Background: an optimization exercise with open tools, aiming at small area, a short achievable clock period and few clock cycles per item. Do not read the settings as production practice.
At most, simulation tests tie the RTL to the original design; equivalence was not proved.
Power and IR drop assume default switching activity.

juniper:
## ordered_unique_list_table
module ordered_unique_list_table #(
  parameter int CAPACITY = 16
) (
  input  logic        clk,
  input  logic        rst_n,
  input  logic        in_tvalid,
  output logic        in_tready,
  input  logic [39:0] in_tdata,    
  output logic        out_tvalid,
  input  logic        out_tready,
  output logic [15:0] out_tdata    
);
Size in the first run: about 1900 cells after synthesis, ~620 flip-flops, about 62 I/O pins, ~0.027 mm^2 of cells after synthesis.
==> flow/config.mk <==
export PLATFORM = sky130hd
export DESIGN_NAME = ordered_unique_list_table
export DESIGN_NICKNAME = ordered_unique_list_table
export VERILOG_FILES = /design/flow/design.v
export SDC_FILE = /design/flow/constraint.sdc
export NUM_CORES = 4
export LEC_CHECK = 0
export CAP_MARGIN = 20
export CORE_MARGIN = 2
export CORE_UTILIZATION = 60
export CTS_CLUSTER_DIAMETER = 80
export CTS_CLUSTER_SIZE = 25
export SETUP_SLACK_MARGIN = 2.32
export SLEW_MARGIN = 20
==> flow/constraint.sdc <==
create_clock -name core_clock -period 4.5 [get_ports {clk}]
set_input_delay 0.9000 -clock core_clock [delete_from_list [all_inputs] [get_ports {clk}]]
set_output_delay 0.9000 -clock core_clock [all_outputs]
set_load 0.01 [all_outputs]
run.sh (not shown) runs the stock make flow with config.mk's settings and CLKGATE_MAP_FILE= SYNTH_SCRIPT=/design/flow/synth_recipe.tcl, a recipe that flattens the netlist after the stock synthesis.
Testbench counts of juniper, summed over its fixed seeds: cycles 12,016, items 12,000.
diff inputs: juniper => cedar
-- flow/design.v --
<<< juniper, line 54
  logic                vld2_r;
  logic                ins2_r;      
  logic                rem2_r;      
  logic                bad2_r;      
  logic                ok2_r;       
  logic [CAPACITY-1:0] hit2_r;
  logic                pres2_r;     
  logic [CAPACITY-1:0] park2_r;     
  logic [CAPACITY-1:0] spare_r;
  logic [OUTQ-1:0]     qv_r;
  logic [RW-1:0]       qd_r [OUTQ];
>>> cedar, line 54
  logic                vld2_r;
  logic                ins2_r;      
  logic                bad2_r;      
  logic [CAPACITY-1:0] hit2_r;      
  logic                okv2_r;      
  logic                remv2_r;     
  logic                pres2_r;     
  logic [CAPACITY-1:0] park2_r;     
  logic [CAPACITY-1:0] spare_r;
  logic                no_spare_r;   
  logic                parked2_r;    
  logic [OUTQ-1:0]     qv_r;
  logic [RW-1:0]       qd_r [OUTQ];
<<< juniper, line 84
  assign present = pres2_r;
  assign full    = count_r[CW-1];    
  assign do_ins  = vld2_r && ok2_r && !present;
  assign do_rem  = vld2_r && rem2_r && present;
  assign ins_k   = park2_r & {CAPACITY{do_ins}};
  assign rem_k   = hit2_r & {CAPACITY{vld2_r && rem2_r}};
  assign count_nxt = do_ins ? count_r + CW'(1) : do_rem ? count_r - CW'(1) : count_r;
  always_comb begin
>>> cedar, line 86
  assign present = pres2_r;
  assign full    = count_r[CW-1];    
  assign do_ins  = okv2_r && !present;
  assign do_rem  = remv2_r && present;
  assign ins_k   = park2_r & {CAPACITY{do_ins}};
  assign rem_k   = hit2_r;
  assign count_nxt = do_ins ? count_r + CW'(1) : do_rem ? count_r - CW'(1) : count_r;
  always_comb begin
<<< juniper, line 104
  logic                parked2;
  logic [CAPACITY-1:0] park_nxt;
  assign no_spare = ~|spare_r;
  assign parked2  = |park2_r;
  assign park_nxt = spare_r |
                    ({CAPACITY{no_spare}} & (parked2 ? park2_r & {CAPACITY{!do_ins}} : rem_k));
>>> cedar, line 106
  logic                parked2;
  logic [CAPACITY-1:0] park_nxt;
  assign no_spare = no_spare_r;
  assign parked2  = parked2_r;
  assign park_nxt = spare_r |
                    ({CAPACITY{no_spare}} & (parked2 ? park2_r & {CAPACITY{!do_ins}} : rem_k));
<<< juniper, line 127
    end
  end
  assign spare_nxt = no_spare            ? (parked2 ? rem_k : '0) :
                     !none_c             ? first_c :
                     (parked2 && !do_ins) ? park2_r : rem_k;
  logic [CAPACITY-1:0] eq_k;
  for (genvar k = 0; k < CAPACITY; k++) begin : g_slot
>>> cedar, line 129
    end
  end
  logic [CAPACITY-1:0] fallback;
  assign fallback  = no_spare            ? (parked2 ? rem_k : '0) :
                     (parked2 && !do_ins) ? park2_r : rem_k;
  assign spare_nxt = first_c | (fallback & {CAPACITY{none_c}});
  logic rem_any;
  logic no_spare_nxt;
  logic parked_nxt;
  assign rem_any      = do_rem;
  assign no_spare_nxt = no_spare ? !(parked2 && rem_any) :
                        none_c && !(parked2 && !do_ins) && !rem_any;
  assign parked_nxt   = !no_spare || (parked2 ? !do_ins : rem_any);
  logic [CAPACITY-1:0] eq_k;
  for (genvar k = 0; k < CAPACITY; k++) begin : g_slot
<<< juniper, line 190
      count_r <= '0;
      spare_r <= CAPACITY'(1);
      vld2_r  <= 1'b0;
      qv_r    <= '0;
      outst_r <= '0;
>>> cedar, line 200
      count_r <= '0;
      spare_r <= CAPACITY'(1);
      park2_r <= '0;
      no_spare_r <= 1'b0;
      parked2_r  <= 1'b0;
      vld2_r  <= 1'b0;
      okv2_r  <= 1'b0;
      remv2_r <= 1'b0;
      qv_r    <= '0;
      outst_r <= '0;
<<< juniper, line 198
      count_r <= count_nxt;
      spare_r <= spare_nxt;
      vld2_r  <= in_acc;
      qv_r    <= pop_sel ? qv_pop : qv_hold;
      outst_r <= pop_sel ? outst_pop : outst_hold;
>>> cedar, line 213
      count_r <= count_nxt;
      spare_r <= spare_nxt;
      park2_r <= park_nxt;
      no_spare_r <= no_spare_nxt;
      parked2_r  <= parked_nxt;
      vld2_r  <= in_acc;
      okv2_r  <= in_acc && in_cmd == oult_pkg::CMD_INSERT && !bad_nxt && !full_nxt;
      remv2_r <= in_acc && in_cmd == oult_pkg::CMD_REMOVE;
      qv_r    <= pop_sel ? qv_pop : qv_hold;
      outst_r <= pop_sel ? outst_pop : outst_hold;
<<< juniper, line 206
  always_ff @(posedge clk) begin
    ins2_r  <= in_cmd == oult_pkg::CMD_INSERT;
    rem2_r  <= in_cmd == oult_pkg::CMD_REMOVE;
    bad2_r  <= bad_nxt;
    ok2_r   <= in_cmd == oult_pkg::CMD_INSERT && !bad_nxt && !full_nxt;
    hit2_r  <= hit_nxt;
    pres2_r <= |hit_nxt;
    park2_r <= park_nxt;
    for (int i = 0; i < OUTQ; i++) qd_r[i] <= pop_sel ? qd_pop[i] : qd_hold[i];
  end
>>> cedar, line 226
  always_ff @(posedge clk) begin
    ins2_r  <= in_cmd == oult_pkg::CMD_INSERT;
    bad2_r  <= bad_nxt;
    hit2_r  <= hit_nxt & {CAPACITY{rst_n && in_acc && in_cmd == oult_pkg::CMD_REMOVE}};
    pres2_r <= |hit_nxt;
    for (int i = 0; i < OUTQ; i++) qd_r[i] <= pop_sel ? qd_pop[i] : qd_hold[i];
  end
## What came out
- [compare] base=juniper new=cedar: chip height was more or less identical; power share of the sequential group went up by 5.6 points; starting density of the core was more or less identical; setup slack went down by 150 ps; placement-stage cell area was more or less identical.
- Compared juniper against cedar; clock power within noise.
- Depth of the worst register-to-register path ends up lower on juniper.
- All-layer global routing usage (cedar over juniper): decrease, 1.7 points
- Count of clock-buffer cells in the layout on cedar is up relative to juniper.
- Fraction of layout instances using a drive strength above 1 came out lower on cedar than on juniper.
- Delta (cedar minus juniper): synthesized cell area held steady; full die area held steady; synthesized area per cell shrank by about 0.56%.
Testbench counts of cedar, summed over its fixed seeds: cycles 12,016, items 12,000.

birch:
Another version of the RTL of ordered_unique_list_table (not shown whole).
Size: ~620 flip-flops, ~62 I/O pins, about 26000 um^2 of cells after synthesis.
// ordered_unique_list_table
module ordered_unique_list_table #(
  parameter int CAPACITY = 16
) (
  input  logic        clk,
  input  logic        rst_n,
  input  logic        in_tvalid,
  output logic        in_tready,
  input  logic [39:0] in_tdata,    
  output logic        out_tvalid,
  input  logic        out_tready,
  output logic [15:0] out_tdata    
);
==> module ordered_unique_list_table, before the edit <==
module ordered_unique_list_table #(
  parameter int CAPACITY = 16
) (
  input  logic        clk,
  input  logic        rst_n,
  input  logic        in_tvalid,
  output logic        in_tready,
  input  logic [39:0] in_tdata,    
  output logic        out_tvalid,
  input  logic        out_tready,
  output logic [15:0] out_tdata    
);
  localparam int CW   = $clog2(CAPACITY + 1);
  localparam int PW   = oult_pkg::PosW + 1;
  localparam int OUTQ = 3;
  localparam int OW   = $clog2(OUTQ + 1);
  localparam int RW   = 4 + oult_pkg::CountW;    
  logic [CAPACITY-1:0] valid_r;
  logic [CW-1:0]       count_r;
  logic                vld2_r;
  logic                ins2_r;      
  logic                rem2_r;      
  logic                bad2_r;      
  logic                ok2_r;       
  logic [CAPACITY-1:0] hit2_r;
  logic                pres2_r;     
  logic [CAPACITY-1:0] park2_r;     
  logic [CAPACITY-1:0] spare_r;
  logic [OUTQ-1:0]     qv_r;
  logic [RW-1:0]       qd_r [OUTQ];
  logic [OW-1:0]       outst_r;     
  logic                rdy_r;
  logic                        in_acc;
  logic [1:0]                  in_cmd;
  logic [oult_pkg::PosW-1:0]   in_pos;
  logic [oult_pkg::ValueW-1:0] in_val;
  assign in_tready = rdy_r;
  assign in_acc    = in_tvalid && rdy_r;
  assign in_cmd    = in_tdata[1:0];
  assign in_pos    = in_tdata[6:2];
  assign in_val    = in_tdata[38:7];
  logic                present;
  logic                full;
  logic                do_ins;
  logic                do_rem;
  logic [CAPACITY-1:0] ins_k;
  logic [CAPACITY-1:0] rem_k;
  logic [CW-1:0]       count_nxt;
  logic [2:0]          status;
  assign present = pres2_r;
  assign full    = count_r[CW-1];    
  assign do_ins  = vld2_r && ok2_r && !present;
  assign do_rem  = vld2_r && rem2_r && present;
  assign ins_k   = park2_r & {CAPACITY{do_ins}};
  assign rem_k   = hit2_r & {CAPACITY{vld2_r && rem2_r}};
  logic [CW-1:0] count_inc, count_dec;
  assign count_inc = count_r + CW'(1);
  assign count_dec = count_r - CW'(1);
  assign count_nxt = do_ins ? count_inc : do_rem ? count_dec : count_r;
  always_comb begin
    if (ins2_r) begin
      if (bad2_r)       status = oult_pkg::STAT_RANGE;
      else if (present) status = oult_pkg::STAT_DUP;
      else if (full)    status = oult_pkg::STAT_FULL;
      else              status = oult_pkg::STAT_OK;
    end else begin
      status = present ? oult_pkg::STAT_OK : oult_pkg::STAT_NOTFOUND;
    end
  end
  logic [CAPACITY-1:0] valid_nxt;
  assign valid_nxt = (valid_r & ~rem_k) | ins_k;
  logic                no_spare;
  logic                parked2;
  logic [CAPACITY-1:0] park_nxt;
  assign no_spare = ~|spare_r;
  assign parked2  = |park2_r;
  assign park_nxt = spare_r |
                    ({CAPACITY{no_spare}} & (parked2 ? park2_r & {CAPACITY{!do_ins}} : rem_k));
  logic [CAPACITY-1:0] cand, cand_ins;
  logic [CAPACITY-1:0] first_c, first_ci;
  logic [CAPACITY-1:0] spare_nxt;
  assign cand     = (~valid_r | rem_k) & ~spare_r;
  assign cand_ins = cand & ~park2_r;
  always_comb begin
    for (int k = 0; k < CAPACITY; k++) begin
      first_c[k]  = cand[k] && !(|(cand & ((CAPACITY'(1) << k) - CAPACITY'(1))));
      first_ci[k] = cand_ins[k] && !(|(cand_ins & ((CAPACITY'(1) << k) - CAPACITY'(1))));
    end
  end
  assign spare_nxt = no_spare ? (parked2 ? rem_k : '0) :
                     do_ins   ? first_ci : first_c;
  logic [CAPACITY-1:0] eq_k;
  for (genvar k = 0; k < CAPACITY; k++) begin : g_slot
    oult_cell u_cell (
      .clk    (clk),
      .load   (park_nxt[k]),
      .wr_val (in_val),
      .key    (in_val),
      .eq     (eq_k[k])
    );
  end
  logic [CAPACITY-1:0] hit_nxt;
  assign hit_nxt = eq_k & valid_nxt;
  logic gt_inc, gt_same, gt_dec;
  logic bad_nxt, full_nxt;
  assign gt_inc  = PW'(in_pos) > PW'(count_inc);
  assign gt_same = PW'(in_pos) > PW'(count_r);
  assign gt_dec  = PW'(in_pos) > PW'(count_dec);
  assign bad_nxt  = do_ins ? gt_inc : do_rem ? gt_dec : gt_same;
  assign full_nxt = do_ins ? (count_r == CW'(CAPACITY - 1)) : do_rem ? 1'b0 : full;
  logic          push;
  logic [RW-1:0] res;
  assign push = vld2_r;
  assign res  = {count_nxt[oult_pkg::CountW-1:0], present, status};
  logic [OUTQ-1:0] qv_pop, qv_hold;
  logic [RW-1:0]   qd_pop [OUTQ];
  logic [RW-1:0]   qd_hold [OUTQ];
  always_comb begin
    for (int i = 0; i < OUTQ; i++) begin
      logic above, below, tgt_p, tgt_h;
      above = (i + 1 < OUTQ) ? qv_r[(i + 1) % OUTQ] : 1'b0;
      below = (i == 0) ? 1'b1 : qv_r[(i + OUTQ - 1) % OUTQ];
      tgt_h      = push && !qv_r[i] && below;
      qv_hold[i] = qv_r[i] || tgt_h;
      qd_hold[i] = tgt_h ? res : qd_r[i];
      tgt_p     = push && qv_r[i] && !above;
      qv_pop[i] = above || tgt_p;
      if (tgt_p)          qd_pop[i] = res;
      else if (i + 1 < OUTQ) qd_pop[i] = qd_r[(i + 1) % OUTQ];
      else                qd_pop[i] = qd_r[i];
    end
  end
  logic [OW-1:0] outst_pop, outst_hold;
  assign outst_pop  = in_acc ? outst_r : outst_r - OW'(1);
  assign outst_hold = in_acc ? outst_r + OW'(1) : outst_r;
  logic pop_sel;
  assign pop_sel = out_tready && qv_r[0];
  always_ff @(posedge clk) begin
    if (!rst_n) begin
      valid_r <= '0;
      count_r <= '0;
      spare_r <= CAPACITY'(1);
      vld2_r  <= 1'b0;
      qv_r    <= '0;
      outst_r <= '0;
      rdy_r   <= 1'b1;
    end else begin
      valid_r <= valid_nxt;
      count_r <= count_nxt;
      spare_r <= spare_nxt;
      vld2_r  <= in_acc;
      qv_r    <= pop_sel ? qv_pop : qv_hold;
      outst_r <= pop_sel ? outst_pop : outst_hold;
      rdy_r   <= pop_sel ? (outst_pop < OW'(OUTQ)) : (outst_hold < OW'(OUTQ));
    end
  end
  always_ff @(posedge clk) begin
    ins2_r  <= in_cmd == oult_pkg::CMD_INSERT;
    rem2_r  <= in_cmd == oult_pkg::CMD_REMOVE;
    bad2_r  <= bad_nxt;
    ok2_r   <= in_cmd == oult_pkg::CMD_INSERT && !bad_nxt && !full_nxt;
    hit2_r  <= hit_nxt;
    pres2_r <= |hit_nxt;
    park2_r <= park_nxt;
    for (int i = 0; i < OUTQ; i++) qd_r[i] <= pop_sel ? qd_pop[i] : qd_hold[i];
  end
  assign out_tvalid = qv_r[0];
  assign out_tdata  = {7'd0, qd_r[0]};
endmodule
export LEC_CHECK = 0
export CAP_MARGIN = 20
export CORE_MARGIN = 2
export CORE_UTILIZATION = 60
export SETUP_SLACK_MARGIN = 2.2
export SLEW_MARGIN = 20
create_clock -name core_clock -period 4.5 [get_ports {clk}]
Here is what was changed in the inputs of oak compared with birch.
--- a/flow/design.v
+++ b/flow/design.v
@@ -54,13 +54,12 @@
   logic                vld2_r;
   logic                ins2_r;      
   logic                rem2_r;      
   logic                bad2_r;      
   logic                ok2_r;       
   logic [CAPACITY-1:0] hit2_r;
-  logic                pres2_r;     
   logic [CAPACITY-1:0] park2_r;     
   logic [CAPACITY-1:0] spare_r;
   logic [OUTQ-1:0]     qv_r;
   logic [RW-1:0]       qd_r [OUTQ];
   logic [OW-1:0]       outst_r;     
   logic                rdy_r;
@@ -78,13 +77,13 @@
   logic                do_ins;
   logic                do_rem;
   logic [CAPACITY-1:0] ins_k;
   logic [CAPACITY-1:0] rem_k;
   logic [CW-1:0]       count_nxt;
   logic [2:0]          status;
-  assign present = pres2_r;
+  assign present = |hit2_r;
   assign full    = count_r[CW-1];    
   assign do_ins  = vld2_r && ok2_r && !present;
   assign do_rem  = vld2_r && rem2_r && present;
   assign ins_k   = park2_r & {CAPACITY{do_ins}};
   assign rem_k   = hit2_r & {CAPACITY{vld2_r && rem2_r}};
   logic [CW-1:0] count_inc, count_dec;
@@ -191,13 +190,12 @@
   always_ff @(posedge clk) begin
     ins2_r  <= in_cmd == oult_pkg::CMD_INSERT;
     rem2_r  <= in_cmd == oult_pkg::CMD_REMOVE;
     bad2_r  <= bad_nxt;
     ok2_r   <= in_cmd == oult_pkg::CMD_INSERT && !bad_nxt && !full_nxt;
     hit2_r  <= hit_nxt;
-    pres2_r <= |hit_nxt;
     park2_r <= park_nxt;
     for (int i = 0; i < OUTQ; i++) qd_r[i] <= pop_sel ? qd_pop[i] : qd_hold[i];
   end
   assign out_tvalid = qv_r[0];
   assign out_tdata  = {7'd0, qd_r[0]};
 endmodule
Results
Comparing oak and birch, share of total power in combinational logic is lower on birch.
The adder-cell area share of the yosys netlist of birch and that of oak are within noise of each other.
In oak the clock latency reported for the late side of the worst-skew pair turned out 30 ps lower than in birch.
Summary: with birch as the reference, non-clock buffer count in oak moved up by more than a quarter.
Summary — total power divided by cell area, oak relative to birch: higher, by about 6.5%.
[oak vs birch] met3 routing resource usage after global routing: higher in oak
Global-route usage over all layers (higher): oak
Number of global-route vias before repair for oak is higher than for birch.
Against birch, total routed wirelength in oak came out worse.
oak went all the way through synthesis, placement and routing and the layout is clean on timing, DRC and antenna.
oak vs birch — overall power consumption rose 0.0013 W.
For number of clock sinks, birch and oak come out practically identical.
Worst setup slack after layout in oak vs birch: up 46 ps
Max pin count of the biggest net entering global routing across oak and birch: birch
No functional check of the RTL was part of any run of this note.

[static timing again, ports no longer ideal]
The results above use ideal ports. As a check the final layouts listed here were re-extracted and re-timed, cells and wires unchanged. Step 1 sets driving cells, clkbuf_16 on the clock port and buf_2 on the other inputs (assumed; they add their load-dependent delay and slew). Step 2 also shifts input and output timing later by t, the mid clock arrival at the registers, as if the neighbouring blocks saw the same clock. Three values: ideal, step 1, step 2; two values: the first two.
run	shift t [ns]	setup WS [ns]	worst data-port slew with drivers (ns)
juniper	0.667	2.237 / 2.237 / 1.668	0.04
cedar	0.672	2.089 / 2.128 / 1.456	0.06
birch	0.671	2.085 / 2.085 / 1.537	0.04
oak	0.641	2.131 / 2.131 / 1.662	0.04
After both steps setup and hold are still met in every run listed. The setup slack of cedar, which loses most, moves by +0.039 ns with the drivers and by -0.633 ns with both steps.
